Context: an optimization exercise on an open-source flow, tuned for small area, a short achievable clock period and few clock cycles. The choices shown serve that exercise and are no tape-out recipe. Only simulation tests tie the RTL to the original design; equivalence was not proved.

==> run a <==
## cache_top
module cache_top (
  input  wire          clk,
  input  wire          rst_n,
  input  wire          cpu_req_enable,
  input  wire          cpu_req_rw,
  input  wire [31:0]   cpu_req_addr,
  input  wire [31:0]   cpu_req_datain,
  output logic         cpu_res_ready,
  output logic [31:0]  cpu_res_dataout,
  output logic         mem_req_enable,
  output logic         mem_req_rw,
  output logic [31:0]  mem_req_addr,
  output logic [127:0] mem_req_dataout,
  input  wire          mem_req_ready,
  input  wire  [127:0] mem_req_datain
);
==> module cache_top, before the edit <==
module cache_top (
  input  wire          clk,
  input  wire          rst_n,
  input  wire          cpu_req_enable,
  input  wire          cpu_req_rw,
  input  wire [31:0]   cpu_req_addr,
  input  wire [31:0]   cpu_req_datain,
  output logic         cpu_res_ready,
  output logic [31:0]  cpu_res_dataout,
  output logic         mem_req_enable,
  output logic         mem_req_rw,
  output logic [31:0]  mem_req_addr,
  output logic [127:0] mem_req_dataout,
  input  wire          mem_req_ready,
  input  wire  [127:0] mem_req_datain
);
  localparam int SETS = 8;
  localparam int WAYS = 4;
  logic st_hit;     
  logic st_wb;      
  logic st_fill;    
  wire  st_idle = ~(st_hit | st_wb | st_fill);
  logic [2:0]      idx_r;
  logic [26:0]     tag_r;
  logic [1:0]      off_r;
  logic            rw_r;
  logic [31:0]     wdata_r;
  logic [WAYS-1:0] way_r;      
  logic [26:0]     mtag_r;     
  logic            mrw_r;      
  logic            men_r;      
  logic [127:0]    mdata_r;    
  logic [127:0]    data_q  [SETS][WAYS];
  logic [26:0]     tag_q   [SETS][WAYS];
  logic [1:0]      age_q   [SETS][WAYS];
  logic [WAYS-1:0] valid_q [SETS];
  logic [WAYS-1:0] dirty_q [SETS];
  wire [2:0]  req_idx = cpu_req_addr[4:2];
  wire [26:0] req_tag = cpu_req_addr[31:5];
  wire        start   = st_idle & cpu_req_enable;
  logic [WAYS-1:0] hit_way;
  always_comb begin
    hit_way = '0;
    for (int s = 0; s < SETS; s++)
      for (int w = 0; w < WAYS; w++)
        if (req_idx == s && valid_q[s][w] && tag_q[s][w] == req_tag) hit_way[w] = 1'b1;
  end
  wire hit = |hit_way;
  logic [WAYS-1:0] vic_s   [SETS];
  logic            vdirty_s[SETS];
  logic [26:0]     vtag_s  [SETS];
  always_comb begin
    for (int s = 0; s < SETS; s++) begin
      vtag_s[s] = '0;
      for (int w = 0; w < WAYS; w++) begin
        vic_s[s][w] = (age_q[s][w] == 2'd3);
        if (vic_s[s][w]) vtag_s[s] = vtag_s[s] | tag_q[s][w];
      end
      vdirty_s[s] = |(vic_s[s] & valid_q[s] & dirty_q[s]);
    end
  end
  wire [WAYS-1:0] victim    = vic_s[req_idx];
  wire            vic_dirty = vdirty_s[req_idx];
  logic [127:0] vic_data;
  logic [31:0]  hit_word;
  always_comb begin
    vic_data = '0;
    hit_word = '0;
    for (int w = 0; w < WAYS; w++) begin
      if (victim[w])  vic_data = vic_data | data_q[req_idx][w];
      if (hit_way[w]) hit_word = hit_word | data_q[req_idx][w][cpu_req_addr[1:0]*32 +: 32];
    end
  end
  wire fill_done = st_fill & mem_req_ready;
  assign cpu_res_ready   = st_hit | fill_done;
  assign mem_req_enable  = men_r;
  assign mem_req_rw      = mrw_r;
  assign mem_req_addr    = {mtag_r, idx_r, 2'b00};
  assign mem_req_dataout = mdata_r;
  always_ff @(posedge clk) begin
    if (st_idle)        cpu_res_dataout <= cpu_req_rw ? cpu_req_datain : hit_word;
    else if (fill_done) cpu_res_dataout <= rw_r ? wdata_r : mem_req_datain[off_r*32 +: 32];
  end
  always_ff @(posedge clk or negedge rst_n) begin
    if (!rst_n) begin
      st_hit  <= 1'b0;
      st_wb   <= 1'b0;
      st_fill <= 1'b0;
      men_r   <= 1'b0;
    end else begin
      st_hit  <= start & hit;
      st_wb   <= (start & ~hit & vic_dirty) | (st_wb & ~mem_req_ready);
      st_fill <= (start & ~hit & ~vic_dirty) | (st_wb & mem_req_ready) | (st_fill & ~mem_req_ready);
      men_r   <= (start & ~hit) | (men_r & ~fill_done);
    end
  end
  always_ff @(posedge clk) begin
    if (st_idle) begin
      idx_r   <= req_idx;
      tag_r   <= req_tag;
      off_r   <= cpu_req_addr[1:0];
      rw_r    <= cpu_req_rw;
      wdata_r <= cpu_req_datain;
      way_r   <= hit ? hit_way : victim;
      mrw_r   <= vic_dirty;
      mtag_r  <= vic_dirty ? vtag_s[req_idx] : req_tag;
      mdata_r <= vic_data;
    end else if (st_wb & mem_req_ready) begin
      mrw_r   <= 1'b0;                     
      mtag_r  <= tag_r;
    end
  end
  logic [127:0] wr_block;
  logic [3:0]   wr_word_en;
  always_comb begin
    for (int k = 0; k < 4; k++) begin
      wr_block[k*32 +: 32] = (rw_r && off_r == k) ? wdata_r : mem_req_datain[k*32 +: 32];
      wr_word_en[k]        = fill_done | (st_hit & rw_r & (off_r == k));
    end
  end
  logic [1:0] set_age [WAYS];
  logic [1:0] way_age;
  logic [1:0] new_age [WAYS];
  always_comb begin
    way_age = '0;
    for (int w = 0; w < WAYS; w++) begin
      set_age[w] = age_q[idx_r][w];
      if (way_r[w]) way_age = way_age | set_age[w];
    end
    for (int w = 0; w < WAYS; w++) begin
      if (way_r[w])                  new_age[w] = 2'd0;
      else if (set_age[w] < way_age) new_age[w] = set_age[w] + 2'd1;
      else                           new_age[w] = set_age[w];
    end
  end
  wire age_en = st_hit | fill_done;
  for (genvar s = 0; s < SETS; s++) begin : g_set
    wire set_sel = (idx_r == s);
    for (genvar w = 0; w < WAYS; w++) begin : g_way
      wire line_sel = set_sel & way_r[w];
      for (genvar k = 0; k < 4; k++) begin : g_word
        always_ff @(posedge clk) begin
          if (line_sel & wr_word_en[k]) data_q[s][w][k*32 +: 32] <= wr_block[k*32 +: 32];
        end
      end
      always_ff @(posedge clk) begin
        if (line_sel & fill_done) tag_q[s][w] <= tag_r;
      end
      always_ff @(posedge clk or negedge rst_n) begin
        if (!rst_n) begin
          valid_q[s][w] <= 1'b0;
          dirty_q[s][w] <= 1'b0;
          age_q[s][w]   <= 2'(w);
        end else begin
          if (line_sel & fill_done) begin
            valid_q[s][w] <= 1'b1;
            dirty_q[s][w] <= rw_r;
          end else if (line_sel & st_hit & rw_r) begin
            dirty_q[s][w] <= 1'b1;
          end
          if (set_sel & age_en) age_q[s][w] <= new_age[w];
        end
      end
    end
  end
endmodule
Settings: LEC_CHECK=0, CAP_MARGIN=20, CELL_PAD_IN_SITES_DETAIL_PLACEMENT=1, CELL_PAD_IN_SITES_GLOBAL_PLACEMENT=2, CORE_MARGIN=2, CORE_UTILIZATION=50, PLACE_DENSITY=0.6, SETUP_SLACK_MARGIN=3.6, SLEW_MARGIN=20; clock period 7.0 ns.
run.sh (not shown) runs the stock make flow with config.mk's settings and CLKGATE_MAP_FILE= SYNTH_SCRIPT=/design/flow/synth_recipe.tcl, a recipe that flattens the netlist after the stock synthesis.
==> inputs of run b, as changes to run a <==
--- a/flow/design.v
+++ b/flow/design.v
@@ -62,9 +62,15 @@
   logic [31:0]     wdata_r;
   logic [WAYS-1:0] way_r;      
   logic [26:0]     mtag_r;     
-  logic            mrw_r;      
   logic            men_r;      
   logic [127:0]    mdata_r;    
+  logic [26:0]     mtag_o;
+  logic            mrw_o;
+  logic [127:0]    mdata_o;
+  logic [31:0]     hword_r;    
+  logic            o_hit, o_wb, o_fill;
+  logic [2:0]      oidx_r;
+  wire             o_idle = ~(o_hit | o_wb | o_fill);
   logic [127:0]    data_q  [SETS][WAYS];
   logic [26:0]     tag_q   [SETS][WAYS];
   logic [1:0]      age_q   [SETS][WAYS];
@@ -107,14 +113,17 @@
     end
   end
   wire fill_done = st_fill & mem_req_ready;
-  assign cpu_res_ready   = st_hit | fill_done;
+  assign cpu_res_ready   = o_hit | (o_fill & mem_req_ready);
   assign mem_req_enable  = men_r;
-  assign mem_req_rw      = mrw_r;
-  assign mem_req_addr    = {mtag_r, idx_r, 2'b00};
-  assign mem_req_dataout = mdata_r;
-  always_ff @(posedge clk) begin
-    if (st_idle)        cpu_res_dataout <= cpu_req_rw ? cpu_req_datain : hit_word;
-    else if (fill_done) cpu_res_dataout <= rw_r ? wdata_r : mem_req_datain[off_r*32 +: 32];
+  assign mem_req_rw      = mrw_o;
+  assign mem_req_addr    = {mtag_o, oidx_r, 2'b00};
+  assign mem_req_dataout = mdata_o;
+  always_ff @(posedge clk) begin
+    if (st_idle) hword_r <= hit_word;
+  end
+  always_ff @(posedge clk) begin
+    cpu_res_dataout <= rw_r    ? wdata_r :
+                       st_fill ? mem_req_datain[off_r*32 +: 32] : hword_r;
   end
   always_ff @(posedge clk or negedge rst_n) begin
     if (!rst_n) begin
@@ -122,12 +131,26 @@
       st_wb   <= 1'b0;
       st_fill <= 1'b0;
       men_r   <= 1'b0;
+      o_hit   <= 1'b0;
+      o_wb    <= 1'b0;
+      o_fill  <= 1'b0;
     end else begin
+      o_hit   <= o_idle & cpu_req_enable & hit;
+      o_wb    <= (o_idle & cpu_req_enable & ~hit & vic_dirty) | (o_wb & ~mem_req_ready);
+      o_fill  <= (o_idle & cpu_req_enable & ~hit & ~vic_dirty) | (o_wb & mem_req_ready) |
+                 (o_fill & ~mem_req_ready);
       st_hit  <= start & hit;
       st_wb   <= (start & ~hit & vic_dirty) | (st_wb & ~mem_req_ready);
       st_fill <= (start & ~hit & ~vic_dirty) | (st_wb & mem_req_ready) | (st_fill & ~mem_req_ready);
       men_r   <= (start & ~hit) | (men_r & ~fill_done);
     end
+  end
+  wire [26:0] req_mtag = vic_dirty ? vtag_s[req_idx] : req_tag;
+  always_ff @(posedge clk) begin
+    oidx_r  <= o_idle  ? req_idx   : idx_r;
+    mdata_o <= st_idle ? vic_data  : (st_wb ? mdata_r : '0);    
+    mrw_o   <= st_idle ? vic_dirty : (st_wb & ~mem_req_ready);
+    mtag_o  <= st_idle ? req_mtag  : ((st_wb & ~mem_req_ready) ? mtag_r : tag_r);
   end
   always_ff @(posedge clk) begin
     if (st_idle) begin
@@ -137,12 +160,8 @@
       rw_r    <= cpu_req_rw;
       wdata_r <= cpu_req_datain;
       way_r   <= hit ? hit_way : victim;
-      mrw_r   <= vic_dirty;
-      mtag_r  <= vic_dirty ? vtag_s[req_idx] : req_tag;
+      mtag_r  <= vtag_s[req_idx];
       mdata_r <= vic_data;
-    end else if (st_wb & mem_req_ready) begin
-      mrw_r   <= 1'b0;                     
-      mtag_r  <= tag_r;
     end
   end
   logic [127:0] wr_block;
@@ -153,24 +172,21 @@
       wr_word_en[k]        = fill_done | (st_hit & rw_r & (off_r == k));
     end
   end
-  logic [1:0] set_age [WAYS];
-  logic [1:0] way_age;
-  logic [1:0] new_age [WAYS];
-  always_comb begin
-    way_age = '0;
-    for (int w = 0; w < WAYS; w++) begin
-      set_age[w] = age_q[idx_r][w];
-      if (way_r[w]) way_age = way_age | set_age[w];
-    end
-    for (int w = 0; w < WAYS; w++) begin
-      if (way_r[w])                  new_age[w] = 2'd0;
-      else if (set_age[w] < way_age) new_age[w] = set_age[w] + 2'd1;
-      else                           new_age[w] = set_age[w];
-    end
-  end
   wire age_en = st_hit | fill_done;
   for (genvar s = 0; s < SETS; s++) begin : g_set
     wire set_sel = (idx_r == s);
+    logic [1:0] way_age;
+    logic [1:0] new_age [WAYS];
+    always_comb begin
+      way_age = '0;
+      for (int w = 0; w < WAYS; w++)
+        if (way_r[w]) way_age = way_age | age_q[s][w];
+      for (int w = 0; w < WAYS; w++) begin
+        if (way_r[w])                    new_age[w] = 2'd0;
+        else if (age_q[s][w] < way_age)  new_age[w] = age_q[s][w] + 2'd1;
+        else                             new_age[w] = age_q[s][w];
+      end
+    end
     for (genvar w = 0; w < WAYS; w++) begin : g_way
       wire line_sel = set_sel & way_r[w];
       for (genvar k = 0; k < 4; k++) begin : g_word
--- a/flow/config.mk
+++ b/flow/config.mk
@@ -9,7 +9,9 @@
 export CELL_PAD_IN_SITES_DETAIL_PLACEMENT = 1
 export CELL_PAD_IN_SITES_GLOBAL_PLACEMENT = 2
 export CORE_MARGIN = 2
-export CORE_UTILIZATION = 50
-export PLACE_DENSITY = 0.6
-export SETUP_SLACK_MARGIN = 3.6
+export CORE_UTILIZATION = 45
+export CTS_CLUSTER_DIAMETER = 100
+export CTS_CLUSTER_SIZE = 20
+export PLACE_DENSITY = 0.55
+export SETUP_SLACK_MARGIN = 4.0
 export SLEW_MARGIN = 20
==> inputs of run c, as changes to run a <==
--- a/flow/design.v
+++ b/flow/design.v
@@ -62,9 +62,15 @@
   logic [31:0]     wdata_r;
   logic [WAYS-1:0] way_r;      
   logic [26:0]     mtag_r;     
-  logic            mrw_r;      
   logic            men_r;      
   logic [127:0]    mdata_r;    
+  logic [26:0]     mtag_o;
+  logic            mrw_o;
+  logic [127:0]    mdata_o;
+  logic [31:0]     hword_r;    
+  logic            o_hit, o_wb, o_fill;
+  logic [2:0]      oidx_r;
+  wire             o_idle = ~(o_hit | o_wb | o_fill);
   logic [127:0]    data_q  [SETS][WAYS];
   logic [26:0]     tag_q   [SETS][WAYS];
   logic [1:0]      age_q   [SETS][WAYS];
@@ -107,14 +113,17 @@
     end
   end
   wire fill_done = st_fill & mem_req_ready;
-  assign cpu_res_ready   = st_hit | fill_done;
+  assign cpu_res_ready   = o_hit | (o_fill & mem_req_ready);
   assign mem_req_enable  = men_r;
-  assign mem_req_rw      = mrw_r;
-  assign mem_req_addr    = {mtag_r, idx_r, 2'b00};
-  assign mem_req_dataout = mdata_r;
-  always_ff @(posedge clk) begin
-    if (st_idle)        cpu_res_dataout <= cpu_req_rw ? cpu_req_datain : hit_word;
-    else if (fill_done) cpu_res_dataout <= rw_r ? wdata_r : mem_req_datain[off_r*32 +: 32];
+  assign mem_req_rw      = mrw_o;
+  assign mem_req_addr    = {mtag_o, oidx_r, 2'b00};
+  assign mem_req_dataout = mdata_o;
+  always_ff @(posedge clk) begin
+    if (st_idle) hword_r <= hit_word;
+  end
+  always_ff @(posedge clk) begin
+    cpu_res_dataout <= rw_r    ? wdata_r :
+                       st_fill ? mem_req_datain[off_r*32 +: 32] : hword_r;
   end
   always_ff @(posedge clk or negedge rst_n) begin
     if (!rst_n) begin
@@ -122,12 +131,26 @@
       st_wb   <= 1'b0;
       st_fill <= 1'b0;
       men_r   <= 1'b0;
+      o_hit   <= 1'b0;
+      o_wb    <= 1'b0;
+      o_fill  <= 1'b0;
     end else begin
+      o_hit   <= o_idle & cpu_req_enable & hit;
+      o_wb    <= (o_idle & cpu_req_enable & ~hit & vic_dirty) | (o_wb & ~mem_req_ready);
+      o_fill  <= (o_idle & cpu_req_enable & ~hit & ~vic_dirty) | (o_wb & mem_req_ready) |
+                 (o_fill & ~mem_req_ready);
       st_hit  <= start & hit;
       st_wb   <= (start & ~hit & vic_dirty) | (st_wb & ~mem_req_ready);
       st_fill <= (start & ~hit & ~vic_dirty) | (st_wb & mem_req_ready) | (st_fill & ~mem_req_ready);
       men_r   <= (start & ~hit) | (men_r & ~fill_done);
     end
+  end
+  wire [26:0] req_mtag = vic_dirty ? vtag_s[req_idx] : req_tag;
+  always_ff @(posedge clk) begin
+    oidx_r  <= o_idle  ? req_idx   : idx_r;
+    mdata_o <= st_idle ? vic_data  : (st_wb ? mdata_r : '0);    
+    mrw_o   <= st_idle ? vic_dirty : (st_wb & ~mem_req_ready);
+    mtag_o  <= st_idle ? req_mtag  : ((st_wb & ~mem_req_ready) ? mtag_r : tag_r);
   end
   always_ff @(posedge clk) begin
     if (st_idle) begin
@@ -137,12 +160,8 @@
       rw_r    <= cpu_req_rw;
       wdata_r <= cpu_req_datain;
       way_r   <= hit ? hit_way : victim;
-      mrw_r   <= vic_dirty;
-      mtag_r  <= vic_dirty ? vtag_s[req_idx] : req_tag;
+      mtag_r  <= vtag_s[req_idx];
       mdata_r <= vic_data;
-    end else if (st_wb & mem_req_ready) begin
-      mrw_r   <= 1'b0;                     
-      mtag_r  <= tag_r;
     end
   end
   logic [127:0] wr_block;
@@ -153,24 +172,21 @@
       wr_word_en[k]        = fill_done | (st_hit & rw_r & (off_r == k));
     end
   end
-  logic [1:0] set_age [WAYS];
-  logic [1:0] way_age;
-  logic [1:0] new_age [WAYS];
-  always_comb begin
-    way_age = '0;
-    for (int w = 0; w < WAYS; w++) begin
-      set_age[w] = age_q[idx_r][w];
-      if (way_r[w]) way_age = way_age | set_age[w];
-    end
-    for (int w = 0; w < WAYS; w++) begin
-      if (way_r[w])                  new_age[w] = 2'd0;
-      else if (set_age[w] < way_age) new_age[w] = set_age[w] + 2'd1;
-      else                           new_age[w] = set_age[w];
-    end
-  end
   wire age_en = st_hit | fill_done;
   for (genvar s = 0; s < SETS; s++) begin : g_set
     wire set_sel = (idx_r == s);
+    logic [1:0] way_age;
+    logic [1:0] new_age [WAYS];
+    always_comb begin
+      way_age = '0;
+      for (int w = 0; w < WAYS; w++)
+        if (way_r[w]) way_age = way_age | age_q[s][w];
+      for (int w = 0; w < WAYS; w++) begin
+        if (way_r[w])                    new_age[w] = 2'd0;
+        else if (age_q[s][w] < way_age)  new_age[w] = age_q[s][w] + 2'd1;
+        else                             new_age[w] = age_q[s][w];
+      end
+    end
     for (genvar w = 0; w < WAYS; w++) begin : g_way
       wire line_sel = set_sel & way_r[w];
       for (genvar k = 0; k < 4; k++) begin : g_word
--- a/flow/config.mk
+++ b/flow/config.mk
@@ -9,7 +9,9 @@
 export CELL_PAD_IN_SITES_DETAIL_PLACEMENT = 1
 export CELL_PAD_IN_SITES_GLOBAL_PLACEMENT = 2
 export CORE_MARGIN = 2
-export CORE_UTILIZATION = 50
-export PLACE_DENSITY = 0.6
-export SETUP_SLACK_MARGIN = 3.6
+export CORE_UTILIZATION = 45
+export CTS_CLUSTER_DIAMETER = 100
+export CTS_CLUSTER_SIZE = 20
+export PLACE_DENSITY = 0.55
+export SETUP_SLACK_MARGIN = 3.7
 export SLEW_MARGIN = 20
==> summary of the runs <==
- Cell area: run b is larger than run c (about 1.3%).
- Critical path depth: run b > run a > run c.
- Against run c, the hold slack of run a is worse by 96 ps.
- The lowest wire length belongs to run c, the highest to run a.
- Non-clock buffer count, highest first: run b, run c, run a.
- In run b the die area is higher than in run a, by 13%.
Testbench counts of run a, summed over its fixed seeds: cycles 10,744.
Testbench counts of run b, summed over its fixed seeds: cycles 10,744.
Testbench counts of run c, summed over its fixed seeds: cycles 10,744.

port drivers added, routing unchanged:
The flow's constraints put no driver on any port. The routed layouts listed below were extracted and timed again, unchanged, in two steps. Step 1, drivers: a clkbuf_16 drives clk and a buf_2 each remaining input, both assumed. Step 2 times the ports against the registers' clock, not the clock port: input delays grow and output delays shrink by t, the midpoint of the rising clock arrivals with the driver on. Slacks: no drivers / after step 1 / after step 2; pairs: no drivers / after step 1.
run | t (ns) | setup WS [ns] | worst setup path after step 2 | pins driven straight from the clock port
run a | 1.241 | 3.349 / 3.244 / 2.003 | input to register | 1
run b | 1.192 | 3.448 / 3.269 / 2.077 | input to register | 1
run c | 1.158 | 3.489 / 3.233 / 2.075 | input to register | 1
After both steps setup and hold are still met in every run listed. For run c, which loses most, drivers alone change the setup slack by -0.256 ns; drivers and shift together by -1.414 ns.
